From an optimization exercise on the open Yosys and OpenROAD flow, aimed at small area, a short achievable clock period and few clock cycles; shortcuts taken in it are not production practice. Where RTL was checked, it was by simulation tests only, not by an equivalence proof against the original. Function not checked in runs 2 to 4: the RTL went through the layout flow alone.

**flow/config.mk**
```make
export PLATFORM = sky130hd
export DESIGN_NAME = ppu_top
export DESIGN_NICKNAME = ppu_top
export VERILOG_FILES = /design/flow/design.v
export SDC_FILE = /design/flow/constraint.sdc
export NUM_CORES = 4
export LEC_CHECK = 0
export CAP_MARGIN = 20
export CORE_MARGIN = 2
export CORE_UTILIZATION = 40
export SLEW_MARGIN = 20
```
**flow/constraint.sdc**
```tcl
create_clock -name core_clock -period 30.0 [get_ports {clk}]
set_input_delay 6.0000 -clock core_clock [delete_from_list [all_inputs] [get_ports {clk}]]
set_output_delay 6.0000 -clock core_clock [all_outputs]
set_load 0.01 [all_outputs]
```
**flow/design.v**
```verilog
package ppu_tile_pkg;
  typedef logic [16-1:0] pattern_t;  
  typedef logic [4-1:0] row_id_t;  
  typedef logic [5-1:0] popcount_t;  
  typedef logic [16-1:0] subset_vec_t;  
  function automatic popcount_t count_ones(input pattern_t pat);
    popcount_t n;
    n = '0;
    for (int i = 0; i < 16; i++) begin
      n = n + {{(5-1){1'b0}}, pat[i]};
    end
    count_ones = n;
  endfunction
endpackage
`timescale 1ns/10ps
module tcam_tile_store (
  input  logic      clk,
  input  logic      rst_n,
  input  logic      tile_wr_en,
  input  logic [4-1:0]   tile_wr_addr,
  input  logic [16-1:0]  tile_wr_data,
  input  logic [4-1:0]   tile_rd_addr,
  output logic [16-1:0]  tile_rd_data,
  output logic [5-1:0] popcount_rd_data,
  output logic [16-1:0][16-1:0] row_patterns,
  output logic [16-1:0][5-1:0]   row_popcounts
);
  always_ff @(posedge clk) begin
    if (!rst_n) begin
      for (int r = 0; r < 16; r++) begin
        row_patterns[r]  <= '0;
        row_popcounts[r] <= '0;
      end
    end else if (tile_wr_en) begin
      row_patterns[tile_wr_addr]  <= tile_wr_data;
      row_popcounts[tile_wr_addr] <= ppu_tile_pkg::count_ones(tile_wr_data);  
    end
  end
  always_ff @(posedge clk) begin
    tile_rd_data     <= row_patterns[tile_rd_addr];
    popcount_rd_data <= row_popcounts[tile_rd_addr];
  end
endmodule
`timescale 1ns/10ps
module subset_detector (
  input  logic        clk,
  input  logic        rst_n,
  input  logic        issue_valid,
  input  logic [4-1:0]     issue_row_id,
  input  logic [16-1:0][16-1:0] row_patterns,
  input  logic [16-1:0][5-1:0]   row_popcounts,
  output logic        det_valid,
  output logic [4-1:0]     det_row_id,
  output logic [16-1:0]    det_pattern,
  output logic [16-1:0] det_subset
);
  logic [16-1:0]    query_pat;  
  logic [16-1:0] match;  
  assign query_pat = row_patterns[issue_row_id];
  always_comb begin
    for (int r = 0; r < 16; r++) begin
      match[r] = (r < {28'd0, issue_row_id})  
                 && (row_popcounts[r] != '0)  
                 && ((row_patterns[r] & ~query_pat) == '0);  
    end
  end
  always_ff @(posedge clk) begin
    if (!rst_n) begin
      det_valid <= 1'b0;
    end else begin
      det_valid <= issue_valid;
    end
  end
  always_ff @(posedge clk) begin
    if (issue_valid) begin
      det_row_id  <= issue_row_id;
      det_pattern <= query_pat;
      det_subset  <= match;
    end
  end
endmodule
`timescale 1ns/10ps
module prefix_pruner (
  input  logic        clk,
  input  logic        rst_n,
  input  logic        det_valid,
  input  logic [4-1:0]     det_row_id,
  input  logic [16-1:0]    det_pattern,
  input  logic [16-1:0] det_subset,
  input  logic [16-1:0][16-1:0] row_patterns,
  input  logic [16-1:0][5-1:0]   row_popcounts,
  output logic        prn_valid,
  output logic [4-1:0]     prn_row_id,
  output logic        prn_root,
  output logic [4-1:0]     prn_prefix_id,
  output logic [16-1:0]    prn_residual,
  output logic [5-1:0]   prn_residual_pc
);
  logic      best_found;  
  logic [4-1:0]   best_id;
  logic [5-1:0] best_pc;
  logic [16-1:0]  prefix_pat;  
  logic [16-1:0]  residual;
  always_comb begin
    best_found = 1'b0;
    best_id    = '0;
    best_pc    = '0;
    for (int r = 0; r < 16; r++) begin
      if (det_subset[r] && (!best_found || (row_popcounts[r] > best_pc))) begin
        best_found = 1'b1;
        best_id    = r[4-1:0];
        best_pc    = row_popcounts[r];
      end
    end
  end
  assign prefix_pat = best_found ? row_patterns[best_id] : '0;
  assign residual   = det_pattern ^ prefix_pat;  
  always_ff @(posedge clk) begin
    if (!rst_n) begin
      prn_valid <= 1'b0;
    end else begin
      prn_valid <= det_valid;
    end
  end
  always_ff @(posedge clk) begin
    if (det_valid) begin
      prn_row_id      <= det_row_id;
      prn_root        <= !best_found;
      prn_prefix_id   <= best_id;  
      prn_residual    <= residual;
      prn_residual_pc <= ppu_tile_pkg::count_ones(residual);
    end
  end
endmodule
`timescale 1ns/10ps
module task_dispatcher (
  input  logic      clk,
  input  logic      rst_n,
  input  logic      issue_valid,  
  input  logic      prn_valid,
  input  logic [4-1:0]   prn_row_id,
  input  logic      prn_root,
  input  logic [4-1:0]   prn_prefix_id,
  input  logic [16-1:0]  prn_residual,
  input  logic [5-1:0] prn_residual_pc,
  output logic      issue_allow,
  input  logic      task_ready,
  output logic      task_valid,
  output logic [4-1:0]   task_row_id,
  output logic [4-1:0]   task_prefix_id,
  output logic      task_root,
  output logic [16-1:0]  task_pattern,
  output logic [5-1:0] task_popcount,
  output logic      tile_done
);
  localparam int PTR_W = $clog2(4);
  localparam int CNT_W = $clog2(4 + 1);
  localparam logic [$clog2(4 + 1)-1:0] DEPTH_C = 4;
  logic [4-1:0]   fifo_row [4];
  logic [4-1:0]   fifo_prefix [4];
  logic      fifo_root [4];
  logic [16-1:0]  fifo_pat [4];
  logic [5-1:0] fifo_pc [4];
  logic [PTR_W:0] wr_ptr;  
  logic [PTR_W:0] rd_ptr;
  logic [$clog2(4 + 1)-1:0]    res_count;  
  logic           xfer;
  assign xfer        = task_valid && task_ready;
  assign issue_allow = res_count < DEPTH_C;
  always_ff @(posedge clk) begin
    if (prn_valid) begin
      fifo_row[wr_ptr[PTR_W-1:0]]    <= prn_row_id;
      fifo_prefix[wr_ptr[PTR_W-1:0]] <= prn_prefix_id;
      fifo_root[wr_ptr[PTR_W-1:0]]   <= prn_root;
      fifo_pat[wr_ptr[PTR_W-1:0]]    <= prn_residual;
      fifo_pc[wr_ptr[PTR_W-1:0]]     <= prn_residual_pc;
    end
  end
  always_ff @(posedge clk) begin
    if (!rst_n) begin
      wr_ptr    <= '0;
      rd_ptr    <= '0;
      res_count <= '0;
    end else begin
      if (prn_valid) wr_ptr <= wr_ptr + 1'b1;
      if (xfer) rd_ptr <= rd_ptr + 1'b1;
      res_count <= res_count + {{(CNT_W-1){1'b0}}, issue_valid}
                             - {{(CNT_W-1){1'b0}}, xfer};
    end
  end
  assign task_valid     = wr_ptr != rd_ptr;
  assign task_row_id    = fifo_row[rd_ptr[PTR_W-1:0]];
  assign task_prefix_id = fifo_prefix[rd_ptr[PTR_W-1:0]];
  assign task_root      = fifo_root[rd_ptr[PTR_W-1:0]];
  assign task_pattern   = fifo_pat[rd_ptr[PTR_W-1:0]];
  assign task_popcount  = fifo_pc[rd_ptr[PTR_W-1:0]];
  always_ff @(posedge clk) begin
    if (!rst_n) begin
      tile_done <= 1'b0;
    end else begin
      tile_done <= xfer && (task_row_id == {4{1'b1}});  
    end
  end
endmodule
`timescale 1ns/10ps
module tile_sequencer (
  input  logic    clk,
  input  logic    rst_n,
  input  logic    tile_start,
  input  logic    cfg_auto_repeat,
  input  logic    issue_allow,  
  input  logic    tile_done,
  output logic    issue_valid,
  output logic [4-1:0] issue_row_id,
  output logic    ppu_busy
);
  localparam logic [1:0] IDLE    = 2'd0;  
  localparam logic [1:0] PROCESS = 2'd1;  
  localparam logic [1:0] DRAIN   = 2'd2;  
  logic [1:0] state;
  logic [1:0] state_nxt;
  logic [4-1:0]    row_cnt;  
  logic       last_row;
  assign issue_valid  = (state == PROCESS) && issue_allow;
  assign issue_row_id = row_cnt;
  assign ppu_busy     = state != IDLE;
  assign last_row     = row_cnt == {4{1'b1}};  
  always_comb begin
    state_nxt = state;
    case (state)
      IDLE:    if (tile_start) state_nxt = PROCESS;
      PROCESS: if (issue_valid && last_row) state_nxt = DRAIN;
      DRAIN: begin
        if (tile_done) state_nxt = cfg_auto_repeat ? PROCESS : IDLE;
      end
      default: state_nxt = IDLE;
    endcase
  end
  always_ff @(posedge clk) begin
    if (!rst_n) begin
      state   <= IDLE;
      row_cnt <= '0;
    end else begin
      state <= state_nxt;
      if (state != PROCESS) begin
        row_cnt <= '0;  
      end else if (issue_valid) begin
        row_cnt <= row_cnt + 1'b1;
      end
    end
  end
endmodule
`timescale 1ns/10ps
module ppu_top (
  input  logic                   clk,
  input  logic                   rst_n,
  input  logic                   tile_wr_en,
  input  logic [4-1:0]  tile_wr_addr,
  input  logic [16-1:0] tile_wr_data,
  input  logic [4-1:0]  tile_rd_addr,
  output logic [16-1:0] tile_rd_data,
  output logic [5-1:0]   popcount_rd_data,
  input  logic                   tile_start,
  input  logic                   cfg_auto_repeat,
  output logic                   ppu_busy,
  output logic                   tile_done,
  output logic                   task_valid,
  input  logic                   task_ready,
  output logic [4-1:0]  task_row_id,
  output logic [4-1:0]  task_prefix_id,
  output logic                   task_root,
  output logic [16-1:0] task_pattern,
  output logic [5-1:0]   task_popcount
);
  logic [16-1:0][16-1:0] row_patterns;
  logic [16-1:0][5-1:0]   row_popcounts;
  logic                  issue_valid;
  logic                  issue_allow;
  logic [4-1:0] issue_row_id;
  logic                   det_valid;  
  logic [4-1:0]  det_row_id;
  logic [16-1:0] det_pattern;
  logic [16-1:0]   det_subset;
  logic                   prn_valid;  
  logic [4-1:0]  prn_row_id;
  logic                   prn_root;
  logic [4-1:0]  prn_prefix_id;
  logic [16-1:0] prn_residual;
  logic [5-1:0]   prn_residual_pc;
  tcam_tile_store u_store (
    .clk              (clk),
    .rst_n            (rst_n),
    .tile_wr_en       (tile_wr_en),
    .tile_wr_addr     (tile_wr_addr),
    .tile_wr_data     (tile_wr_data),
    .tile_rd_addr     (tile_rd_addr),
    .tile_rd_data     (tile_rd_data),
    .popcount_rd_data (popcount_rd_data),
    .row_patterns     (row_patterns),
    .row_popcounts    (row_popcounts)
  );
  tile_sequencer u_sequencer (
    .clk             (clk),
    .rst_n           (rst_n),
    .tile_start      (tile_start),
    .cfg_auto_repeat (cfg_auto_repeat),
    .issue_allow     (issue_allow),
    .tile_done       (tile_done),
    .issue_valid     (issue_valid),
    .issue_row_id    (issue_row_id),
    .ppu_busy        (ppu_busy)
  );
  subset_detector u_detector (
    .clk           (clk),
    .rst_n         (rst_n),
    .issue_valid   (issue_valid),
    .issue_row_id  (issue_row_id),
    .row_patterns  (row_patterns),
    .row_popcounts (row_popcounts),
    .det_valid     (det_valid),
    .det_row_id    (det_row_id),
    .det_pattern   (det_pattern),
    .det_subset    (det_subset)
  );
  prefix_pruner u_pruner (
    .clk             (clk),
    .rst_n           (rst_n),
    .det_valid       (det_valid),
    .det_row_id      (det_row_id),
    .det_pattern     (det_pattern),
    .det_subset      (det_subset),
    .row_patterns    (row_patterns),
    .row_popcounts   (row_popcounts),
    .prn_valid       (prn_valid),
    .prn_row_id      (prn_row_id),
    .prn_root        (prn_root),
    .prn_prefix_id   (prn_prefix_id),
    .prn_residual    (prn_residual),
    .prn_residual_pc (prn_residual_pc)
  );
  task_dispatcher u_dispatcher (
    .clk             (clk),
    .rst_n           (rst_n),
    .issue_valid     (issue_valid),
    .prn_valid       (prn_valid),
    .prn_row_id      (prn_row_id),
    .prn_root        (prn_root),
    .prn_prefix_id   (prn_prefix_id),
    .prn_residual    (prn_residual),
    .prn_residual_pc (prn_residual_pc),
    .issue_allow     (issue_allow),
    .task_ready      (task_ready),
    .task_valid      (task_valid),
    .task_row_id     (task_row_id),
    .task_prefix_id  (task_prefix_id),
    .task_root       (task_root),
    .task_pattern    (task_pattern),
    .task_popcount   (task_popcount),
    .tile_done       (tile_done)
  );
endmodule
```
**flow/run.sh**
```bash
#!/bin/bash
# synth_recipe.tcl (not shown) runs the flow's synth.tcl, then flattens the netlist and writes it again
# the make line also repeats each setting of config.mk as NAME=value (left out here)
make -C /OpenROAD-flow-scripts/flow DESIGN_CONFIG=/design/flow/config.mk WORK_HOME=/design/flow/orfs CLKGATE_MAP_FILE= SYNTH_SCRIPT=/design/flow/synth_recipe.tcl finish
```
==> flow_summary_export.csv, run 1 <==
group,metric,value,unit
floorplanning,io_pins,84,
timing,hold_viol_final,0,
critical_path,crit_top_cell,"ha_1",
route,wirelength,127000,um
route,ant_nets,0,
timing,finalCritPeriodShare,0.944,
grt,grt_pass1_vias,26732,
floorplanning,core,82100,um^2
grt,busiest_layer,"met2",
critical_path,crit_family,"compound AO/OA/AOI/OAI gates",
finish,num-nets-final,3441,
critical_path,crit_slowest_cell,"or4b_1",
route,vias_per_cell,6.43,
logic_synthesis,synth_fp_nets,3415,
timing,hold_ws,421,ps
timing,fmax,35.3,MHz
floorplanning,die_h,292,um
grt,antenna_found_initial,4,
timing,period_minus_slack,28310,ps
critical_path,setup.worst_path.start_class,"flip-flop",
timing,setup_viol,0,
critical_path,crit_buf_inv,13,
floorplanning,die_x,292,um
clock_tree,cts_sinks,562,
route,wl_per_cell,28.6,um
critical_path,arrival,28720,ps
floorplanning,placementRows,105,
floorplanning,initial_utilization,0.404,
logic_synthesis,async_flop_share,0,
route,dr.pass1.iters,7,
logic_synthesis,synth_edf_count,185,
timing,slew_headroom,0.176,
clock_tree,cts_hold_buf,0,
placed_design,dpl_cell_area,35100,um^2
clock_tree,worstSkewPairLatency,680,ps
grt,use_met1,0.391,
finish,drive_gt1_frac,0.163,
logic_synthesis,synthDistinctLibCells,96,
logic_synthesis,syn_inst,3277,
grt,grt_pass1_wl,184000,um
finish,syn_to_final_growth,14.1,%
worst_hold_path,hold_class,"reg2reg",
critical_path,cp_slowest_stage_delay,550,ps
clock_tree,ctsLongestPathBuffers,3,
timing,fin_skew,40.9,ps
floorplanning,dieArea,85200,um^2
clock_tree,cts_root_buffer,"clkbuf_16",
logic_synthesis,yosysWarnings,5,
grt,grt_util_met3,0.0719,
clock_tree,cts_buffers,61,
critical_path,crit_fanout,19,
critical_path,worstSetupPathType,"reg2reg",
route,drc,0,
clock_tree,path_clk_slew,60,ps
route,first_iter_violations,4214,
clock_tree,cts_tree,"built",
logic_synthesis,synthesis.area,33100,um^2
timing,tightest_slew,1230,ps
placed_design,numPortBuffers,83,
route,num_vias,28468,
grt,grt_max_degree,174,
logic_synthesis,synth-seq-cells,562,
timing,drv_slew,0,
critical_path,required,30410,ps
placed_design,hpwl,90300,um
grt,grt_overflow,0,
status,status,"complete, no violations",
critical_path,end_kind,"flip-flop",
grt,grt_use_total,0.290,
logic_synthesis,ys_seq_area_frac,0.395,
placed_design,gp_congestion,1.03,
clock_tree,h-tree-depth,2,
logic_synthesis,avgSynthCellArea,10.1,um^2
flow_run,maxCapViolCount,0,
grt,gr-usage-met2,0.432,
finish,fin_area,37800,um^2
logic_synthesis,synthFlopType,"dfxtp_1",
[state kept, by name, summed over array words and instances (netlist names), 2 cells and up, named ones only]
register	flops
u_detector.det_pattern	16
u_detector.det_row_id	4
u_detector.det_subset	15
u_dispatcher.fifo_pat	64
u_dispatcher.fifo_pc	20
u_dispatcher.fifo_prefix	16
u_dispatcher.fifo_root	4
u_dispatcher.fifo_row	16
u_dispatcher.rd_ptr	3
u_dispatcher.res_count	3
u_dispatcher.wr_ptr	3
u_pruner.prn_prefix_id	4
u_pruner.prn_residual	16
u_pruner.prn_residual_pc	5
u_pruner.prn_row_id	4
u_sequencer.row_cnt	4
u_sequencer.state	2
u_store.popcount_rd_data	5
u_store.row_patterns	256
u_store.row_popcounts	80
u_store.tile_rd_data	16
[layout by cell type (no fill, tap or decap), drive strengths merged, types with 115 or more instances in the layout]
cell,instances
edfxtp,185
nor2b,171
nor2,115
dfxtp,377
mux4,199
buf,115
nand2,528
inv,136
a22oi,148
a21boi,187
[Yosys cell counts (all sizes together), types with 52 or more instances]
cell type	number	area share
buf	52	0.0085
mux4	199	0.14
a22oi	148	0.034
a21boi	187	0.042
o21ai	87	0.013
a21oi	80	0.012
inv	134	0.015
nand2	527	0.060
a211oi	54	0.013
nand3	60	0.0091
ha	87	0.033
dfxtp	377	0.23
nor2	115	0.013
clkbuf	182	0.021
mux2i	79	0.024
edfxtp	185	0.17
nor2b	171	0.032
[final cells by class]
class / instances / area, um^2
fillers: 7587 / 44300
multi-input cells: 2349 / 18900
flip-flops and latches: 562 / 13100
clock buffers: 85 / 1730
repair buffers: 195 / 1690
well taps: 1070 / 1340
clock inverters: 30 / 542
inverters: 134 / 509
diodes: 1 / 2.50
[routing by layer]
layer | share of wire | routed length (um)
met1 | 0.40 | 50600
met2 | 0.43 | 54100
met3 | 0.11 | 14200
met4 | 0.061 | 7780
met5 | 0.00028 | 35
[per-stage QoR]
step	setup TNS, ps	utilization	setup slack [ps]	std cells
after floorplan	0	-	1470	3277
after global placement	0	0.427	266	4285
after detailed placement	-440	0.427	-175	4285
after CTS	0	0.455	49.0	4400
after global routing	-366	0.461	-152	4425
final	0	0.461	1690	4426
[what timing repair did]
| item | CTS | global route |
|---|---|---|
| pin swaps | 0 | 14 |
| endpoints found under the setup margin | 4 | 5 |
| gates cloned | 0 | 2 |
| endpoints found under the hold margin | 0 | 0 |
| resized for setup | 5 | 64 |
| buffers inserted | 0 | 23 |
[path summary, 6_finish.rpt]
kind / from / to / slack, ps / depth (start not counted)
max: u_detector.det_subset[0] / u_pruner.prn_residual_pc[4] / 1690 / 137
max reg2reg: u_detector.det_subset[0] / u_pruner.prn_residual_pc[4] / 1690 / 137
min: u_detector.det_row_id[3] / u_pruner.prn_row_id[3] / 420 / 0
min reg2reg: u_detector.det_row_id[3] / u_pruner.prn_row_id[3] / 420 / 0
[cell families after synthesis]
kind of cell / after synthesis / share of synthesized area
AO/OA/AOI/OAI: 812 / 0.180
XOR/XNOR: 40 / 0.0106
adder cells (fa/ha/maj): 109 / 0.0458
buffers and inverters: 368 / 0.0442
flip-flops: 562 / 0.395
multiplexers: 316 / 0.172
AND/OR/NAND/NOR: 1070 / 0.152
Testbench counts, summed over its fixed seeds: cycles 15,409.
==> run 2: changes to the inputs <==
==> flow/design.v (replaced) <==
package ppu_tile_pkg;
  typedef logic [16-1:0] pattern_t;  
  typedef logic [4-1:0] row_id_t;  
  typedef logic [5-1:0] popcount_t;  
  typedef logic [16-1:0] subset_vec_t;  
  function automatic popcount_t count_ones(input pattern_t pat);
    popcount_t n;
    n = '0;
    for (int i = 0; i < 16; i++) begin
      n = n + {{(5-1){1'b0}}, pat[i]};
    end
    count_ones = n;
  endfunction
endpackage
`timescale 1ns/10ps
module ppu_top (
  input  logic                   clk,
  input  logic                   rst_n,
  input  logic                   tile_wr_en,
  input  logic [4-1:0]  tile_wr_addr,
  input  logic [16-1:0] tile_wr_data,
  input  logic [4-1:0]  tile_rd_addr,
  output logic [16-1:0] tile_rd_data,
  output logic [5-1:0]   popcount_rd_data,
  input  logic                   tile_start,
  input  logic                   cfg_auto_repeat,
  output logic                   ppu_busy,
  output logic                   tile_done,
  output logic                   task_valid,
  input  logic                   task_ready,
  output logic [4-1:0]  task_row_id,
  output logic [4-1:0]  task_prefix_id,
  output logic                   task_root,
  output logic [16-1:0] task_pattern,
  output logic [5-1:0]   task_popcount
);
  localparam int R = 16;
  localparam int S = 16;
  localparam int RW = 4;
  localparam int PW = 5;
  logic [R-1:0][S-1:0]  row_pat;
  logic [R-1:0][PW-1:0] row_pc;
  logic          wr_v;
  logic [RW-1:0] wr_a;
  logic [S-1:0]  wr_d;
  logic [PW-1:0] wr_pc;
  assign wr_pc = ppu_tile_pkg::count_ones(wr_d);
  always_ff @(posedge clk) begin
    if (!rst_n) begin
      wr_v <= 1'b0;
    end else begin
      wr_v <= tile_wr_en;
    end
    wr_a <= tile_wr_addr;
    wr_d <= tile_wr_data;
  end
  always_ff @(posedge clk) begin
    if (!rst_n) begin
      row_pat <= '0;
      row_pc  <= '0;
    end else begin
      if (tile_wr_en) row_pat[tile_wr_addr] <= tile_wr_data;
      if (wr_v) row_pc[wr_a] <= wr_pc;
    end
  end
  always_ff @(posedge clk) begin
    tile_rd_data     <= row_pat[tile_rd_addr];
    popcount_rd_data <= (wr_v && wr_a == tile_rd_addr) ? wr_pc : row_pc[tile_rd_addr];
  end
  logic [RW-1:0] nrow;  
  logic [S-1:0]  q_pat;
  logic [PW-1:0] q_pc;
  logic [R-1:0]  cand;  
  logic [R-1:0]  keep [PW+1];
  logic [PW-1:0] best_pc;
  logic [R-1:0]  win;  
  logic [S-1:0]  pre_pat;
  logic [RW-1:0] pre_id;
  logic          found;
  assign q_pat = row_pat[nrow];
  assign q_pc  = (wr_v && wr_a == nrow) ? wr_pc : row_pc[nrow];
  always_comb begin
    for (int r = 0; r < R; r++) begin
      cand[r] = (r < {28'd0, nrow}) && (row_pat[r] != '0)
                && ((row_pat[r] & ~q_pat) == '0);
    end
  end
  always_comb begin
    keep[PW] = cand;
    for (int b = PW-1; b >= 0; b--) begin
      logic [R-1:0] hit;
      for (int r = 0; r < R; r++) hit[r] = keep[b+1][r] && row_pc[r][b];
      best_pc[b] = |hit;
      keep[b]    = best_pc[b] ? hit : keep[b+1];
    end
  end
  always_comb begin
    logic seen;
    seen = 1'b0;
    for (int r = 0; r < R; r++) begin
      win[r] = keep[0][r] && !seen;
      seen   = seen || keep[0][r];
    end
  end
  always_comb begin
    pre_pat = '0;
    pre_id  = '0;
    for (int r = 0; r < R; r++) begin
      pre_pat = pre_pat | (row_pat[r] & {S{win[r]}});
      pre_id  = pre_id | (r[RW-1:0] & {RW{win[r]}});
    end
  end
  assign found = |cand;
  logic busy;
  logic xfer;
  logic last;
  logic start;
  logic load;
  assign xfer  = task_valid && task_ready;
  assign last  = task_row_id == {RW{1'b1}};
  assign start = tile_start && !busy;
  assign load  = start || (xfer && !(last && !cfg_auto_repeat));
  always_ff @(posedge clk) begin
    if (!rst_n) begin
      busy       <= 1'b0;
      task_valid <= 1'b0;
      tile_done  <= 1'b0;
      nrow       <= '0;
    end else begin
      tile_done <= xfer && last;
      if (start) busy <= 1'b1;
      else if (tile_done && !task_valid) busy <= 1'b0;
      if (load) begin
        task_valid <= 1'b1;
        nrow       <= nrow + 1'b1;
      end else if (xfer) begin
        task_valid <= 1'b0;
      end
    end
  end
  always_ff @(posedge clk) begin
    if (load) begin
      task_row_id    <= nrow;
      task_prefix_id <= pre_id;
      task_root      <= !found;
      task_pattern   <= q_pat ^ pre_pat;
      task_popcount  <= q_pc - best_pc;
    end
  end
  assign ppu_busy = busy;
endmodule
==> flow_summary_export.csv, run 2 <==
group,metric,value,unit
status,status,"complete, no violations",
timing,finalCritPeriodShare,0.414,
finish,fin_area,32700,um^2
route,ant_nets,0,
timing,period_minus_slack,12420,ps
floorplanning,io_pins,84,
critical_path,setup.worst_path.start_class,"flip-flop",
finish,largest_reg_flops,256,
placed_design,numPortBuffers,83,
timing,slew_headroom,0.0758,
floorplanning,die_x,273,um
route,dr.pass1.iters,8,
placed_design,gp_congestion,1.17,
critical_path,crit_slowest_cell,"a21oi_2",
logic_synthesis,synth_fp_nets,3275,
finish,regMostFlops,"row_pat",
logic_synthesis,yosysWarnings,2,
logic_synthesis,ys_seq_area_frac,0.297,
grt,grt_max_degree,112,
route,vias_per_cell,7.55,
clock_tree,cts_hold_buf,0,
logic_synthesis,synthTopCellsByCount,"nand2_1 (410), dfxtp_1 (385), a22oi_1 (220), nor2b_1 (185), mux2i_1 (184)",
finish,layout_commonest_cell,"nand2_1",
floorplanning,placementRows,98,
logic_synthesis,synthesis.area,29000,um^2
timing,drv_slew,0,
finish,num-nets-final,3298,
grt,antenna_found_initial,33,
clock_tree,post_cts_buffers,0,
grt,grt_overflow,0,
critical_path,crit_top_cell,"buf_4",
logic_synthesis,synthDistinctLibCells,118,
clock_tree,ctsLongestPathBuffers,3,
timing,fin_skew,24.3,ps
logic_synthesis,synth_edf_count,30,
floorplanning,dieArea,74700,um^2
logic_synthesis,async_flop_share,0,
timing,setup_tns,0,ps
logic_synthesis,synth-seq-cells,415,
finish,final-seq-area,8620,um^2
logic_synthesis,syn_inst,3217,
critical_path,cp_slowest_stage_delay,1040,ps
logic_synthesis,yosysTopAreaCell,"dfxtp_1",
route,first_iter_violations,5209,
timing,rsz0062_at_grt,"no",
finish,final_cell_mix,"nand2_1 (410), dfxtp_1 (381), a22oi_1 (220), mux2i_1 (184), nor2b_1 (183)",
logic_synthesis,ys_top_cells_by_area,"dfxtp_1 (27%), mux4_2 (11%), mux2i_1 (6.4%)",
grt,grt_use_total,0.491,
placed_design,hpwl,133000,um
critical_path,r2r_slack,17580,ps
clock_tree,path_clk_slew,60,ps
critical_path,end_kind,"flip-flop",
clock_tree,cts_buffers,48,
flow_run,maxCapViolCount,0,
logic_synthesis,synthFlopType,"dfxtp_1",
logic_synthesis,synth_most_common_cell,"nand2_1",
finish,multi_input_area,18800,um^2
clock_tree,worstSkewPairLatency,640,ps
finish,syn_to_final_growth,12.9,%
floorplanning,die_h,273,um
route,drc,0,
timing,hold_viol_final,0,
critical_path,crit_fanout,56,
floorplanning,initial_utilization,0.405,
clock_tree,h-tree-depth,2,
grt,grt_pass1_wl,254000,um
clock_tree,cts_sinks,415,
placed_design,dpl_cell_area,31000,um^2
clock_tree,cts_tree,"built",
timing,tightest_slew,1390,ps
floorplanning,core,71600,um^2
timing,fmax,80.5,MHz
critical_path,required,30390,ps
critical_path,worstSetupPathType,"reg2reg",
critical_path,arrival,12810,ps
route,num_vias,32068,
logic_synthesis,avgSynthCellArea,9.01,um^2
timing,setup_viol,0,
finish,num-fill-cells,7013,
worst_hold_path,hold_class,"reg2reg",
grt,grt_pass1_vias,29635,
finish,drive_gt1_frac,0.155,
clock_tree,cts_resized,0,
logic_synthesis,synth_top_area_share,0.266,
route,wirelength,187000,um
clock_tree,cts_root_buffer,"clkbuf_16",
route,wl_per_cell,44.1,um
[run 2: cell type report]
cell class | instances | area share
well taps | 950 | 0.0363
repair buffers | 239 | 0.0602
multi-input cells | 2426 | 0.576
clock inverters | 26 | 0.00825
diodes | 17 | 0.00130
inverters | 110 | 0.0127
flip-flops and latches | 415 | 0.263
clock buffers | 64 | 0.0425
[run 2: path summary, 6_finish.rpt]
| kind | from | endpoint | cells after the start |
|---|---|---|---|
| max | nrow[1] | task_pattern[5] | 28 |
| min | tile_done | busy | 1 |
| max reg2reg | nrow[1] | task_pattern[5] | 28 |
| min reg2reg | tile_done | busy | 1 |
[run 2: critical path, delay by kind of cell, from the launching register on]
kind	cells	cell delay [ps]
AO/OA/AOI/OAI	13	4610
AND/OR/NAND/NOR	11	4580
buffers and inverters	3	1750
multiplexers	1	570
flip-flops	1	560
[run 2: kinds of logic (layout without fill, tap and decap cells)]
group           count (synthesis)  count (layout)  share of synthesized area
buf+inv                       376             439                     0.0591
other cells                     0              17                          0
fa+ha+maj                      28              28                     0.0149
flops                         415             415                      0.297
compound gates                977             977                      0.253
xor+xnor                       19              19                    0.00574
simple gates                 1054            1054                      0.190
mux                           348             348                      0.181
[run 2: metal layers]
layer / wire length, um / up-vias / GRT usage / part of all wire
met5: 234 / - / 0.0122 / 0.0012
met4: 21000 / 30 / 0.421 / 0.11
met3: 25800 / 1131 / 0.216 / 0.14
met2: 75600 / 2960 / 0.700 / 0.40
met1: 64600 / 15592 / 0.558 / 0.35
li1: - / 12355 / - / -
[run 2: through the flow]
stage / hold slack [ps] / setup WS (ps) / utilization / cells
2_1_floorplan: 406 / 21500 / - / 3217
3_3_place_gp: 440 / 18300 / 0.432 / 4139
3_5_place_dp: 448 / 18310 / 0.433 / 4139
4_1_cts: 461 / 18250 / 0.456 / 4229
5_1_grt: 479 / 17550 / 0.457 / 4231
6_report: 457 / 17580 / 0.457 / 4247
==> run 3: changes to the inputs <==
--- a/flow/design.v
+++ b/flow/design.v
@@ -55,11 +55,12 @@
     wr_d <= tile_wr_data;
   end
+  logic [S-1:0]  pat_wdata;
+  logic [PW-1:0] pc_wdata;
+  assign pat_wdata = tile_wr_data & {S{rst_n}};
+  assign pc_wdata  = wr_pc & {PW{rst_n}};
   always_ff @(posedge clk) begin
-    if (!rst_n) begin
-      row_pat <= '0;
-      row_pc  <= '0;
-    end else begin
-      if (tile_wr_en) row_pat[tile_wr_addr] <= tile_wr_data;
-      if (wr_v) row_pc[wr_a] <= wr_pc;
+    for (int r = 0; r < R; r++) begin
+      if (!rst_n || (tile_wr_en && tile_wr_addr == r[RW-1:0])) row_pat[r] <= pat_wdata;
+      if (!rst_n || (wr_v && wr_a == r[RW-1:0])) row_pc[r] <= pc_wdata;
     end
   end
@@ -79,5 +80,5 @@
   logic          found;
   assign q_pat = row_pat[nrow];
-  assign q_pc  = (wr_v && wr_a == nrow) ? wr_pc : row_pc[nrow];
+  assign q_pc  = ppu_tile_pkg::count_ones(q_pat);
   always_comb begin
     for (int r = 0; r < R; r++) begin
==> flow/flow/run.sh (new file) <==
#!/bin/bash
# Standard layout, with timing repair aimed well below the 30 ns clock:
# repair_timing works until every path has this much setup slack.
set -euo pipefail
export SETUP_SLACK_MARGIN=23
bash standard.sh > standard.log 2>&1
==> flow/standard.sh (new file) <==
#!/bin/bash
# synth_recipe.tcl (not shown) runs the flow's synth.tcl, then flattens the netlist and writes it again
# the make line also repeats each setting of config.mk as NAME=value (left out here)
make -C /OpenROAD-flow-scripts/flow DESIGN_CONFIG=/design/flow/config.mk WORK_HOME=/design/flow/orfs CLKGATE_MAP_FILE= SYNTH_SCRIPT=/design/flow/synth_recipe.tcl "${@:-finish}"
--- a/flow/config.mk
+++ b/flow/config.mk
@@ -8,4 +8,4 @@
 export CAP_MARGIN = 20
 export CORE_MARGIN = 2
-export CORE_UTILIZATION = 40
+export CORE_UTILIZATION = 35
 export SLEW_MARGIN = 20
removed: flow/run.sh
==> flow_summary_export.csv, run 3 <==
group,metric,value,unit
grt,grt_use_total,0.430,
floorplanning,die_x,272,um
route,num_vias,24959,
finish,final_cell_mix,"edfxtp_1 (366), buf_4 (184), inv_1 (116), mux4_2 (111), mux2i_1 (101)",
finish,layout_commonest_cell,"edfxtp_1",
floorplanning,initial_utilization,0.352,
finish,num-nets-final,2476,
clock_tree,cts_buffers,50,
logic_synthesis,synth_fp_nets,2130,
grt,grt_pass1_wl,214000,um
critical_path,worstSetupPathType,"reg2reg",
placed_design,dpl_cell_area,27500,um^2
logic_synthesis,yosysTopAreaCell,"edfxtp_1",
floorplanning,core,71200,um^2
clock_tree,worstSkewPairLatency,630,ps
clock_tree,cts_sinks,415,
logic_synthesis,yosysWarnings,2,
clock_tree,cts_root_buffer,"clkbuf_16",
finish,num-fill-cells,6283,
timing,setup_viol,0,
logic_synthesis,avgSynthCellArea,12.2,um^2
route,wirelength,163000,um
floorplanning,placementRows,98,
timing,finalCritPeriodShare,0.329,
flow_run,maxCapViolCount,0,
finish,final-seq-area,12000,um^2
clock_tree,cts_tree,"built",
route,wl_per_cell,48.0,um
critical_path,end_kind,"flip-flop",
finish,regMostFlops,"row_pat",
clock_tree,path_clk_slew,60,ps
placed_design,dp_cells,3041,
logic_synthesis,ys_seq_area_frac,0.478,
grt,antenna_found_initial,8,
route,ant_nets,0,
finish,fin_area,34700,um^2
status,status,"complete, no violations",
worst_hold_path,min-delay-start,"tile_done",
route,vias_per_cell,7.34,
floorplanning,die_h,272,um
route,first_iter_violations,4612,
floorplanning,dieArea,73800,um^2
critical_path,crit_slowest_cell,"fa_1",
critical_path,required,30370,ps
clock_tree,h-tree-depth,2,
clock_tree,ctsLongestPathBuffers,3,
placed_design,hpwl,109000,um
grt,grt_max_degree,62,
logic_synthesis,synthTopCellsByCount,"edfxtp_1 (366), inv_1 (122), mux2i_1 (122), mux4_2 (111), o21ai_0 (91)",
timing,rsz0062_at_grt,"yes",
route,dr.pass1.iters,10,
timing,hold_viol_final,0,
route,drc,0,
placed_design,numPortBuffers,83,
logic_synthesis,async_flop_share,0,
logic_synthesis,synth_most_common_cell,"edfxtp_1",
finish,largest_reg_flops,256,
finish,instances_no_fill,3400,
logic_synthesis,synth_top_area_share,0.439,
finish,multi_input_area,14500,um^2
placed_design,gp_congestion,1.01,
logic_synthesis,synthesis.area,25100,um^2
finish,syn_to_final_growth,38.6,%
critical_path,r2r-start,"nrow[0]",
worst_hold_path,hold_class,"reg2reg",
logic_synthesis,synthDistinctLibCells,100,
grt,grt_overflow,0,
timing,tightest_slew,1210,ps
grt,grt_pass1_vias,23119,
critical_path,arrival,10240,ps
critical_path,cp_slowest_stage_delay,570,ps
finish,drive_gt1_frac,0.393,
clock_tree,cts_hold_buf,0,
logic_synthesis,synth-seq-cells,415,
timing,fmax,101,MHz
timing,drv_slew,0,
critical_path,crit_start,"nrow[0]",
logic_synthesis,synth_edf_count,366,
logic_synthesis,ys_top_cells_by_area,"edfxtp_1 (44%), mux4_2 (10%), mux2i_1 (4.9%)",
critical_path,crit_top_cell,"nor4_4",
timing,setup_tns,0,ps
timing,fin_skew,22.2,ps
logic_synthesis,syn_inst,2060,
floorplanning,io_pins,84,
logic_synthesis,synthFlopType,"edfxtp_1",
critical_path,crit_fanout,8,
timing,slew_headroom,0.184,
timing,period_minus_slack,9870,ps
critical_path,setup.worst_path.start_class,"flip-flop",
-- run 3: area by class of cell --
type	count	area share
multi-input combinational	1403	0.417
sequential	415	0.346
timing repair buffer	409	0.137
clock buffer	63	0.0408
tap	950	0.0342
inverter	127	0.0146
clock inverter	31	0.0104
antenna	2	0.000144
-- run 3: cells by family after synthesis --
kind of cell | after synthesis | share of synthesized area
compound gates | 567 | 0.172
fa+ha+maj | 40 | 0.0263
flops | 415 | 0.478
xor+xnor | 14 | 0.00489
buf+inv | 251 | 0.0444
simple gates | 530 | 0.122
mux | 243 | 0.153
-- run 3: worst max-delay path: cells and delay by family (launching register included) --
family	cells	cell delay [ps]
adders and majority gates	7	2680
and+or+nand+nor	11	2180
AOI/OAI and AO/OA	9	1910
buffers and inverters	13	1700
DFF	1	470
muxes	1	360
xor gates and xnor gates	2	300
-- run 3: worst paths after layout --
check / end / cells after the start / slack [ps]
min reg2reg: busy / 2 / 550
max reg2reg: task_popcount[4] / 43 / 20130
max: task_popcount[4] / 43 / 20130
min: busy / 2 / 550
-- run 3: what timing repair did --
item,4_1_cts,5_1_grt
endpoints found under the setup margin,745,225
setup buffers,159,62
cloned,38,4
pin swaps,91,77
resized for setup,704,113
-- run 3: layer usage --
| metal | vias up | share of wire | global-route usage |
|---|---|---|---|
| met5 | - | 0.00024 | 0 |
| met4 | 6 | 0.063 | 0.188 |
| met3 | 487 | 0.14 | 0.147 |
| met2 | 2322 | 0.39 | 0.585 |
| met1 | 12904 | 0.40 | 0.615 |
| li1 | 9240 | - | - |
-- run 3: through the flow --
step	hold WS [ps]	setup WS (ps)	utilization
global placement	444	17760	0.385
detailed placement	471	17590	0.386
finish	550	20130	0.487
CTS	546	20390	0.471
global route	564	20060	0.487
floorplan	431	21210	-
==> run 4: changes to the inputs <==
--- a/flow/design.v
+++ b/flow/design.v
@@ -69,8 +69,38 @@
     popcount_rd_data <= (wr_v && wr_a == tile_rd_addr) ? wr_pc : row_pc[tile_rd_addr];
   end
+  logic          busy;
+  logic          xfer;
+  logic          last;
+  logic          start;
+  logic          load;
+  logic          idle_a;  
   logic [RW-1:0] nrow;  
   logic [S-1:0]  q_pat;
-  logic [PW-1:0] q_pc;
-  logic [R-1:0]  cand;  
+  logic [R-1:0]  cand_n;
+  logic [R-1:0]  a_cand;  
+  logic [S-1:0]  a_pat;
+  assign xfer   = task_valid && task_ready;
+  assign last   = task_row_id == {RW{1'b1}};
+  assign start  = tile_start && !busy;
+  assign load   = start || (xfer && !(last && !cfg_auto_repeat));
+  assign idle_a = !busy && !tile_start;
+  assign q_pat = row_pat[nrow];
+  always_comb begin
+    for (int r = 0; r < R; r++) begin
+      cand_n[r] = (r < {28'd0, nrow}) && ((row_pat[r] & ~q_pat) == '0);
+    end
+  end
+  always_ff @(posedge clk) begin
+    if (!rst_n) begin
+      a_cand <= '0;
+      a_pat  <= '0;
+    end else if (idle_a) begin
+      a_cand <= '0;
+      a_pat  <= (tile_wr_en && tile_wr_addr == '0) ? tile_wr_data : row_pat[0];
+    end else if (load) begin
+      a_cand <= cand_n;
+      a_pat  <= q_pat;
+    end
+  end
   logic [R-1:0]  keep [PW+1];
   logic [PW-1:0] best_pc;
@@ -78,15 +108,8 @@
   logic [S-1:0]  pre_pat;
   logic [RW-1:0] pre_id;
-  logic          found;
-  assign q_pat = row_pat[nrow];
-  assign q_pc  = ppu_tile_pkg::count_ones(q_pat);
+  logic          root;
+  logic [PW-1:0] a_pc;
   always_comb begin
-    for (int r = 0; r < R; r++) begin
-      cand[r] = (r < {28'd0, nrow}) && (row_pat[r] != '0)
-                && ((row_pat[r] & ~q_pat) == '0);
-    end
-  end
-  always_comb begin
-    keep[PW] = cand;
+    keep[PW] = a_cand;
     for (int b = PW-1; b >= 0; b--) begin
       logic [R-1:0] hit;
@@ -112,14 +135,6 @@
     end
   end
-  assign found = |cand;
-  logic busy;
-  logic xfer;
-  logic last;
-  logic start;
-  logic load;
-  assign xfer  = task_valid && task_ready;
-  assign last  = task_row_id == {RW{1'b1}};
-  assign start = tile_start && !busy;
-  assign load  = start || (xfer && !(last && !cfg_auto_repeat));
+  assign root = best_pc == '0;
+  assign a_pc = ppu_tile_pkg::count_ones(a_pat);
   always_ff @(posedge clk) begin
     if (!rst_n) begin
@@ -127,5 +142,5 @@
       task_valid <= 1'b0;
       tile_done  <= 1'b0;
-      nrow       <= '0;
+      nrow       <= 4'd1;
     end else begin
       tile_done <= xfer && last;
@@ -142,9 +157,9 @@
   always_ff @(posedge clk) begin
     if (load) begin
-      task_row_id    <= nrow;
-      task_prefix_id <= pre_id;
-      task_root      <= !found;
-      task_pattern   <= q_pat ^ pre_pat;
-      task_popcount  <= q_pc - best_pc;
+      task_row_id    <= nrow - 1'b1;
+      task_prefix_id <= root ? '0 : pre_id;
+      task_root      <= root;
+      task_pattern   <= a_pat ^ pre_pat;  
+      task_popcount  <= a_pc - best_pc;
     end
   end
==> flow_summary_export.csv, run 4 <==
group,metric,value,unit
critical_path,end_kind,"flip-flop",
critical_path,crit_fanout,6,
timing,rsz0062_at_grt,"yes",
timing,setup_tns,0,ps
route,wirelength,122000,um
finish,final_cell_mix,"edfxtp_1 (366), mux4_2 (171), inv_1 (98), nand2_1 (91), buf_4 (89)",
finish,largest_reg_flops,256,
logic_synthesis,avgSynthCellArea,13.1,um^2
floorplanning,die_x,275,um
critical_path,crit_top_cell,"fa_1",
critical_path,crit_buf_inv,3,
grt,grt_use_total,0.317,
clock_tree,cts_buffers,50,
floorplanning,die_h,275,um
floorplanning,placementRows,99,
finish,drive_gt1_frac,0.345,
placed_design,numPortBuffers,83,
critical_path,setup.worst_path.start_class,"flip-flop",
logic_synthesis,synthFlopType,"edfxtp_1",
finish,num-fill-cells,6490,
placed_design,gp_congestion,1.04,
route,dr.pass1.iters,9,
finish,num-nets-final,2189,
placed_design,hpwl,83200,um
clock_tree,worstSkewPairLatency,630,ps
timing,period_minus_slack,7360,ps
logic_synthesis,synthesis.area,25800,um^2
critical_path,crit_slowest_cell,"fa_1",
grt,grt_overflow,0,
grt,grt_pass1_vias,20437,
grt,antenna_found_initial,6,
clock_tree,ctsLongestPathBuffers,3,
critical_path,crit_family,"adder cells",
grt,grt_pass1_wl,167000,um
logic_synthesis,yosysTopAreaCell,"edfxtp_1",
logic_synthesis,synthTopCellsByCount,"edfxtp_1 (366), mux4_2 (171), inv_1 (102), nand2_1 (95)",
clock_tree,cts_root_buffer,"clkbuf_16",
logic_synthesis,synth_edf_count,366,
logic_synthesis,ys_seq_area_frac,0.489,
clock_tree,h-tree-depth,2,
route,first_iter_violations,3706,
route,num_vias,21780,
critical_path,worstSetupPathType,"reg2reg",
clock_tree,path_clk_slew,70,ps
clock_tree,cts_tree,"built",
logic_synthesis,async_flop_share,0,
timing,slew_headroom,0.189,
floorplanning,dieArea,75800,um^2
logic_synthesis,synth_fp_nets,2036,
status,status,"complete, no violations",
floorplanning,initial_utilization,0.353,
worst_hold_path,hold_class,"reg2reg",
critical_path,cp_slowest_stage_delay,540,ps
timing,layout_setup_ws,22640,ps
route,vias_per_cell,6.98,
finish,regMostFlops,"row_pat",
placed_design,dpl_worst_slack,21100,ps
timing,fmax,136,MHz
grt,grt_max_degree,52,
timing,tightest_slew,1220,ps
route,ant_nets,0,
finish,layout_commonest_cell,"edfxtp_1",
timing,fin_skew,32.7,ps
logic_synthesis,ys_top_cells_by_area,"edfxtp_1 (43%), mux4_2 (15%), dfxtp_1 (6.2%)",
logic_synthesis,synth_top_area_share,0.427,
finish,syn_to_final_growth,22.8,%
logic_synthesis,yosysWarnings,2,
timing,hold_viol_final,0,
critical_path,arrival,7720,ps
logic_synthesis,synth-seq-cells,446,
logic_synthesis,synth_most_common_cell,"edfxtp_1",
logic_synthesis,synthDistinctLibCells,101,
logic_synthesis,syn_inst,1965,
route,drc,0,
clock_tree,cts_sinks,446,
floorplanning,io_pins,84,
critical_path,required,30360,ps
timing,finalCritPeriodShare,0.245,
timing,setup_viol,0,
timing,drv_slew,0,
floorplanning,core,73000,um^2
flow_run,maxCapViolCount,0,
route,wl_per_cell,39.1,um
==> run 4: per-stage QoR <==
step           instances  hold WS (ps)  instance area (um^2)  utilization
2_1_floorplan       1965           463                 26300            -
3_3_place_gp        2915           447                 27800        0.381
3_5_place_dp        2916           473                 27800        0.381
4_1_cts             3089           545                 31100        0.426
5_1_grt             3118           568                 31600        0.433
6_report            3120           539                 31600        0.434
==> run 4: path summary, 6_finish.rpt <==
kind | startpoint | endpoint | slack (ps) | cells past startpoint
worst min register to register | tile_done | busy | 540 | 2
worst max-delay path | a_cand[0] | task_popcount[4] | 22640 | 26
worst min-delay path | tile_done | busy | 540 | 2
worst max register to register | a_cand[0] | task_popcount[4] | 22640 | 26
==> run 4: cell families (layout without fill, tap and decap cells) <==
family | Yosys count | after routing | synth area share
AOI/OAI and AO/OA | 554 | 555 | 0.172
xor gates and xnor gates | 32 | 32 | 0.0109
adders and majority gates | 41 | 41 | 0.0260
buffers and inverters | 239 | 426 | 0.0393
DFF | 446 | 446 | 0.489
muxes | 222 | 222 | 0.171
other | 0 | 2 | 0
and+or+nand+nor | 431 | 437 | 0.0924
==> run 4: final cells by class <==
type | instances | area (um^2) | area share
Antenna cell | 2 | 5.00 | 0.000158
Clock buffer | 55 | 1290 | 0.0408
Clock inverter | 38 | 429 | 0.0136
Inverter | 104 | 415 | 0.0131
Multi-Input combinational cell | 1287 | 13000 | 0.411
Sequential cell | 446 | 12700 | 0.401
Tap cell | 959 | 1200 | 0.0379
Timing Repair Buffer | 229 | 2620 | 0.0829
==> run 4: per-layer routing <==
layer | up-vias | track usage | part of all wire
li1 | 8408 | - | -
met1 | 11071 | 0.425 | 0.37
met2 | 1944 | 0.472 | 0.43
met3 | 351 | 0.102 | 0.15
met4 | 6 | 0.134 | 0.052
met5 | - | 0 | 0.00034
==> run 4: tightest hold or removal path, stage by stage (launching register included) <==
cell	delay, ps
dfxtp_2	330
buf_4	100
a31oi_1	60
==> run 4: repair_timing <==
item	CTS	global route
gates resized for setup	432	77
pin swaps	38	30
setup endpoints to repair	673	188
setup buffers	60	23
cloned	20	6
hold buffers	0	0
==> run 5: changes to the inputs <==
--- a/flow/design.v
+++ b/flow/design.v
@@ -11,4 +11,26 @@
     end
     count_ones = n;
+  endfunction
+  function automatic logic [1:0] fa(input logic a, input logic b, input logic c);
+    fa = {(a & b) | (c & (a ^ b)), a ^ b ^ c};
+  endfunction
+  function automatic popcount_t count_ones_tree(input pattern_t p);
+    logic [1:0] s0 [5];  
+    logic [1:0] t0, t1, u0, u1, v0, v1, w0;
+    logic       b0;
+    logic [1:0] c1, c2, c3, d1, d2;
+    for (int i = 0; i < 5; i++) s0[i] = fa(p[3*i], p[3*i+1], p[3*i+2]);
+    t0 = fa(s0[0][0], s0[1][0], s0[2][0]);
+    t1 = fa(s0[3][0], s0[4][0], p[15]);
+    u0 = fa(t0[0], t1[0], 1'b0);
+    b0 = u0[0];
+    c1 = fa(s0[0][1], s0[1][1], s0[2][1]);
+    c2 = fa(s0[3][1], s0[4][1], t0[1]);
+    c3 = fa(t1[1], u0[1], 1'b0);
+    d1 = fa(c1[0], c2[0], c3[0]);
+    v0 = fa(c1[1], c2[1], c3[1]);
+    v1 = fa(v0[0], d1[1], 1'b0);
+    w0 = fa(v0[1], v1[1], 1'b0);
+    count_ones_tree = {w0[1], w0[0], v1[0], d1[0], b0};
   endfunction
 endpackage
@@ -75,4 +97,7 @@
   logic          load;
   logic          idle_a;  
+  logic          go;      
+  logic          pend;    
+  logic          row0_wr;  
   logic [RW-1:0] nrow;  
   logic [S-1:0]  q_pat;
@@ -83,6 +108,7 @@
   assign last   = task_row_id == {RW{1'b1}};
   assign start  = tile_start && !busy;
-  assign load   = start || (xfer && !(last && !cfg_auto_repeat));
-  assign idle_a = !busy && !tile_start;
+  assign go     = (start && !row0_wr) || pend;
+  assign load   = go || (xfer && !(last && !cfg_auto_repeat));
+  assign idle_a = !busy && !go;
   assign q_pat = row_pat[nrow];
   always_comb begin
@@ -97,5 +123,5 @@
     end else if (idle_a) begin
       a_cand <= '0;
-      a_pat  <= (tile_wr_en && tile_wr_addr == '0) ? tile_wr_data : row_pat[0];
+      a_pat  <= row_pat[0];
     end else if (load) begin
       a_cand <= cand_n;
@@ -136,8 +162,10 @@
   end
   assign root = best_pc == '0;
-  assign a_pc = ppu_tile_pkg::count_ones(a_pat);
+  assign a_pc = ppu_tile_pkg::count_ones_tree(a_pat);
   always_ff @(posedge clk) begin
     if (!rst_n) begin
       busy       <= 1'b0;
+      pend       <= 1'b0;
+      row0_wr    <= 1'b0;
       task_valid <= 1'b0;
       tile_done  <= 1'b0;
@@ -145,4 +173,6 @@
     end else begin
       tile_done <= xfer && last;
+      pend      <= start && row0_wr;
+      row0_wr   <= tile_wr_en && tile_wr_addr == '0;
       if (start) busy <= 1'b1;
       else if (tile_done && !task_valid) busy <= 1'b0;
==> flow/flow/run.sh (replaced) <==
#!/bin/bash
# Standard layout, with timing repair aimed well below the 30 ns clock:
# repair_timing works until every path has this much setup slack.
set -euo pipefail
export SETUP_SLACK_MARGIN=22.6
bash standard.sh > standard.log 2>&1
==> flow_summary_export.csv, run 5 <==
group,metric,value,unit
timing,setup_viol,0,
status,status,"complete, no violations",
timing,fmax,135,MHz
placed_design,dp_cells,2790,
logic_synthesis,synthDistinctLibCells,84,
critical_path,crit_buf_inv,1,
route,vias_per_cell,6.93,
clock_tree,cts_root_buffer,"clkbuf_16",
worst_hold_path,hold_class,"reg2reg",
route,wl_per_cell,39.0,um
grt,grt_use_total,0.308,
critical_path,crit_fanout,1,
finish,multi_input_area,11900,um^2
critical_path,crit_family,"flip-flops",
clock_tree,path_clk_slew,60,ps
logic_synthesis,ys_top_cells_by_area,"edfxtp_1 (44%), mux4_2 (15%), dfxtp_1 (6.6%)",
floorplanning,dieArea,72800,um^2
placed_design,hpwl,77600,um
logic_synthesis,yosysWarnings,3,
floorplanning,initial_utilization,0.353,
floorplanning,die_h,270,um
clock_tree,ctsLongestPathBuffers,3,
timing,setup_tns,0,ps
timing,drv_slew,0,
grt,grt_pass1_wl,158000,um
finish,num-nets-final,2007,
finish,fin_area,29400,um^2
finish,largest_reg_flops,256,
route,drc,0,
finish,num-fill-cells,6455,
timing,slew_headroom,0.179,
finish,drive_gt1_frac,0.245,
placed_design,dpl_cell_area,27000,um^2
logic_synthesis,synthFlopType,"edfxtp_1",
route,wirelength,114000,um
clock_tree,worstSkewPairLatency,640,ps
timing,tightest_slew,1220,ps
grt,grt_overflow,0,
critical_path,r2r_slack,22740,ps
floorplanning,placementRows,97,
floorplanning,core,70000,um^2
floorplanning,io_pins,84,
clock_tree,cts_sinks,448,
logic_synthesis,synth_most_common_cell,"edfxtp_1",
critical_path,crit_slowest_cell,"dfxtp_2",
finish,final-seq-area,12700,um^2
grt,grt_pass1_vias,19632,
timing,fin_skew,41.3,ps
critical_path,cp_cell_sequence,"dlygate4sd2_1",
clock_tree,cts_tree,"built",
grt,antenna_found_initial,5,
logic_synthesis,synthTopCellsByCount,"edfxtp_1 (366), mux4_2 (169), nand2_1 (105), a22oi_1 (94), clkbuf_1 (86)",
route,num_vias,20242,
placed_design,gp_congestion,1.03,
timing,rsz0062_at_grt,"no",
finish,utilization,0.420,
logic_synthesis,synth_top_area_share,0.444,
flow_run,maxCapViolCount,0,
logic_synthesis,async_flop_share,0,
route,first_iter_violations,3586,
critical_path,setup.worst_path.start_class,"flip-flop",
logic_synthesis,synth-seq-cells,448,
finish,syn_to_final_growth,19.1,%
logic_synthesis,avgSynthCellArea,13.4,um^2
clock_tree,h-tree-depth,2,
critical_path,cp_slowest_stage_delay,420,ps
logic_synthesis,ys_seq_area_frac,0.511,
finish,regMostFlops,"row_pat",
floorplanning,die_x,270,um
critical_path,worstSetupPathType,"reg2out",
logic_synthesis,syn_inst,1842,
timing,finalCritPeriodShare,0.246,
logic_synthesis,yosysTopAreaCell,"edfxtp_1",
placed_design,numPortBuffers,83,
timing,hold_viol_final,0,
clock_tree,cts_buffers,51,
clock_tree,cts_hold_buf,0,
critical_path,required,24000,ps
finish,final_cell_mix,"edfxtp_1 (366), mux4_2 (169), nand2_1 (99), a22oi_1 (94), dfxtp_1 (71)",
logic_synthesis,synth_fp_nets,1910,
critical_path,end_kind,"output pin",
logic_synthesis,synthesis.area,24700,um^2
grt,grt_max_degree,67,
timing,period_minus_slack,7390,ps
critical_path,arrival,1390,ps
route,ant_nets,0,
route,dr.pass1.iters,6,
finish,instances_no_fill,2923,
logic_synthesis,synth_edf_count,366,
finish,layout_commonest_cell,"edfxtp_1",
-- run 5: through the flow --
stage | worst slack [ps] | hold slack (ps)
2_1_floorplan | 22290 | 449
4_1_cts | 22600 | 469
3_5_place_dp | 21000 | 473
6_report | 22610 | 467
3_3_place_gp | 20950 | 452
5_1_grt | 22560 | 493
-- run 5: layout make-up --
type	count	area share
timing repair buffer	172	0.0575
multi-input combinational	1199	0.403
antenna	2	0.000170
tap	940	0.0399
sequential	448	0.430
inverter	67	0.00901
clock buffer	71	0.0501
clock inverter	24	0.0102
-- run 5: final timing paths --
path | cells past startpoint | end | startpoint
worst max register to register | 25 | task_pattern[12] | row_pc[9]
worst max-delay path | 1 | tile_rd_data[12] | tile_rd_data[12]
worst min register to register | 1 | busy | tile_done
worst min-delay path | 1 | busy | tile_done
-- run 5: cell families after synthesis --
group | after synthesis | synth area share
multiplexers | 206 | 0.170
AND/OR/NAND/NOR | 395 | 0.0873
adder cells (fa/ha/maj) | 38 | 0.0259
AO/OA/AOI/OAI | 527 | 0.162
XOR/XNOR | 31 | 0.0110
flip-flops | 448 | 0.511
buffers and inverters | 197 | 0.0327
-- run 5: routing by layer --
metal	part of all wire	GRT usage	up-vias	routed length (um)
met2	0.42	0.449	1809	48000
met4	0.062	0.145	4	7040
met5	0.00024	0	-	27
li1	-	-	7812	-
met1	0.38	0.409	10216	42800
met3	0.14	0.108	401	16100
-- run 5: timing repair --
action                                  in CTS  in global routing
buffers inserted                            22                  9
cloned                                       5                  0
resized for setup                          119                 25
pin swaps                                   18                  7
hold endpoints to repair                     0                  0
endpoints found under the setup margin     460                112
Testbench counts of run 5, summed over its fixed seeds: cycles 13,663.
==> run 6: changes to the inputs <==
==> flow/flow/run.sh (replaced) <==
#!/bin/bash
# Standard layout, with timing repair aimed well below the 30 ns clock:
# repair_timing works until every path has this much setup slack.
set -euo pipefail
export SETUP_SLACK_MARGIN=23
bash standard.sh > standard.log 2>&1
==> flow_summary_export.csv, run 6 <==
group,metric,value,unit
timing,setup_viol,0,
floorplanning,die_h,270,um
logic_synthesis,synthDistinctLibCells,84,
timing,period_minus_slack,7230,ps
logic_synthesis,synth-seq-cells,448,
critical_path,end_kind,"output pin",
worst_hold_path,hold_class,"reg2reg",
finish,layout_commonest_cell,"edfxtp_1",
route,ant_nets,0,
timing,fmax,138,MHz
critical_path,required,24000,ps
critical_path,setup.worst_path.start_class,"flip-flop",
finish,drive_gt1_frac,0.314,
logic_synthesis,synthTopCellsByCount,"edfxtp_1 (366), mux4_2 (169), nand2_1 (105), a22oi_1 (94), clkbuf_1 (86)",
critical_path,crit_family,"flip-flops",
finish,regMostFlops,"row_pat",
clock_tree,worstSkewPairLatency,630,ps
critical_path,arrival,1230,ps
placed_design,gp_congestion,1.06,
grt,grt_max_degree,53,
clock_tree,cts_buffers,51,
timing,drv_slew,0,
logic_synthesis,yosysTopAreaCell,"edfxtp_1",
placed_design,dp_cells,2788,
floorplanning,die_x,270,um
route,vias_per_cell,7.03,
clock_tree,path_clk_slew,60,ps
finish,largest_reg_flops,256,
route,wirelength,120000,um
critical_path,cp_cell_sequence,"buf_6",
route,num_vias,20744,
critical_path,r2r_slack,23120,ps
timing,hold_viol_final,0,
clock_tree,ctsLongestPathBuffers,3,
route,dr.pass1.iters,9,
grt,grt_pass1_vias,19950,
timing,finalCritPeriodShare,0.241,
timing,hold_ws,460,ps
floorplanning,dieArea,72800,um^2
timing,slew_headroom,0.171,
placed_design,hpwl,81900,um
logic_synthesis,avgSynthCellArea,13.4,um^2
grt,grt_use_total,0.322,
clock_tree,cts_hold_buf,0,
clock_tree,cts_root_buffer,"clkbuf_16",
grt,grt_pass1_wl,164000,um
logic_synthesis,async_flop_share,0,
clock_tree,h-tree-depth,2,
status,status,"complete, no violations",
logic_synthesis,synth_most_common_cell,"edfxtp_1",
logic_synthesis,ys_seq_area_frac,0.511,
logic_synthesis,yosysWarnings,3,
timing,fin_skew,23.1,ps
logic_synthesis,ys_top_cells_by_area,"edfxtp_1 (44%), mux4_2 (15%), dfxtp_1 (6.6%)",
logic_synthesis,synth_top_area_share,0.444,
finish,num-nets-final,2032,
logic_synthesis,synthesis.area,24700,um^2
grt,antenna_found_initial,7,
logic_synthesis,synth_edf_count,366,
logic_synthesis,syn_inst,1842,
logic_synthesis,synthFlopType,"edfxtp_1",
timing,rsz0062_at_grt,"yes",
clock_tree,cts_tree,"built",
timing,setup_tns,0,ps
critical_path,cp_slowest_stage_delay,450,ps
route,drc,0,
critical_path,worstSetupPathType,"reg2out",
finish,final_cell_mix,"edfxtp_1 (366), mux4_2 (169), nand2_1 (98), a22oi_1 (94), buf_4 (66)",
clock_tree,cts_sinks,448,
route,wl_per_cell,40.5,um
floorplanning,placementRows,97,
finish,instances_no_fill,2951,
floorplanning,core,70000,um^2
placed_design,numPortBuffers,83,
critical_path,crit_fanout,1,
finish,syn_to_final_growth,21.7,%
critical_path,crit_buf_inv,1,
grt,grt_overflow,0,
flow_run,maxCapViolCount,0,
route,first_iter_violations,3535,
critical_path,crit_slowest_cell,"edfxtp_1",
floorplanning,io_pins,84,
floorplanning,initial_utilization,0.353,
logic_synthesis,synth_fp_nets,1910,
timing,tightest_slew,1240,ps
run 6: cell counts after synthesis:
Identical to the previous run, type by type.
run 6: what timing repair did:
action / 4_1_cts / 5_1_grt
resized for setup: 400 / 60
buffers inserted: 37 / 11
pin swaps: 29 / 20
setup endpoints to repair: 671 / 366
cloned: 14 / 1
run 6: cell type report:
type	instances	area, um^2
Fill cell	6363	39900
Sequential cell	448	12700
Multi-Input combinational cell	1199	12100
Timing Repair Buffer	196	2140
Clock buffer	67	1380
Tap cell	940	1180
Inverter	67	275
Clock inverter	28	273
Antenna cell	5	12.5
Timing Repair inverter	1	7.51
run 6: cell families (layout without fill, tap and decap cells):
group | after synthesis | count (layout) | synth area share
buffers and inverters | 197 | 359 | 0.0327
xor gates and xnor gates | 31 | 31 | 0.0110
and+or+nand+nor | 395 | 396 | 0.0873
other | 0 | 5 | 0
AOI/OAI and AO/OA | 527 | 528 | 0.162
adders and majority gates | 38 | 38 | 0.0259
muxes | 206 | 206 | 0.170
DFF | 448 | 448 | 0.511
run 6: through the flow:
step           cell area (um^2)  utilization  setup slack [ps]
6_report                  30100        0.430             22770
5_1_grt                   30100        0.430             22750
4_1_cts                   29700        0.425             22750
3_5_place_dp              27000        0.386             20870
3_3_place_gp              27000        0.386             20910
2_1_floorplan             25400            -             22290
run 6: worst paths after layout:
check	start	end	cells after the start
min	tile_done	busy	1
max	task_prefix_id[3]	task_prefix_id[3]	1
max reg2reg	a_cand[3]	task_pattern[8]	23
min reg2reg	tile_done	busy	1
run 6: per-layer routing:
metal  GRT usage  vias up  wire length [um]
li1            -     7883                 -
met1       0.399    10512             41800
met2       0.493     1857             52600
met3      0.0877      488             14500
met4       0.214        4             10600
met5           0        -                28

==> port drivers added, routing unchanged <==
In the flow no input, the clock included, has a driving cell. The finished layouts below were timed again as built, in two steps. Step 1 (the two cells are an assumption about what drives the block):
set clk [get_ports {clk}]
set_driving_cell -lib_cell sky130_fd_sc_hd__clkbuf_16 $clk
set_driving_cell -lib_cell sky130_fd_sc_hd__buf_2 [delete_from_list [all_inputs] $clk]
Step 2 also shifts input and output timing later by t, the mid clock arrival at the registers, as if the neighbouring blocks saw the same clock. Three values: ideal, step 1, step 2; two values: the first two.
| run | t, ns | setup slack, ns | worst setup path at the end | latest minus earliest clock arrival (ns) |
|---|---|---|---|---|
| run 1 | 0.738 | 1.689 / 1.689 / 1.689 | register to register | 0.043 / 0.043 |
| run 2 | 0.700 | 17.578 / 17.578 / 17.578 | register to register | 0.025 / 0.025 |
| run 3 | 0.677 | 20.131 / 20.131 / 20.131 | register to register | 0.027 / 0.028 |
| run 4 | 0.677 | 22.639 / 22.639 / 21.997 | input to register | 0.035 / 0.036 |
| run 5 | 0.679 | 22.611 / 22.469 / 21.789 | input to register | 0.041 / 0.041 |
| run 6 | 0.683 | 22.774 / 22.577 / 21.894 | input to register | 0.023 / 0.023 |
After both steps setup and hold are still met in every run listed. For run 6, which loses most, drivers alone change the setup slack by -0.197 ns; drivers and shift together by -0.880 ns.
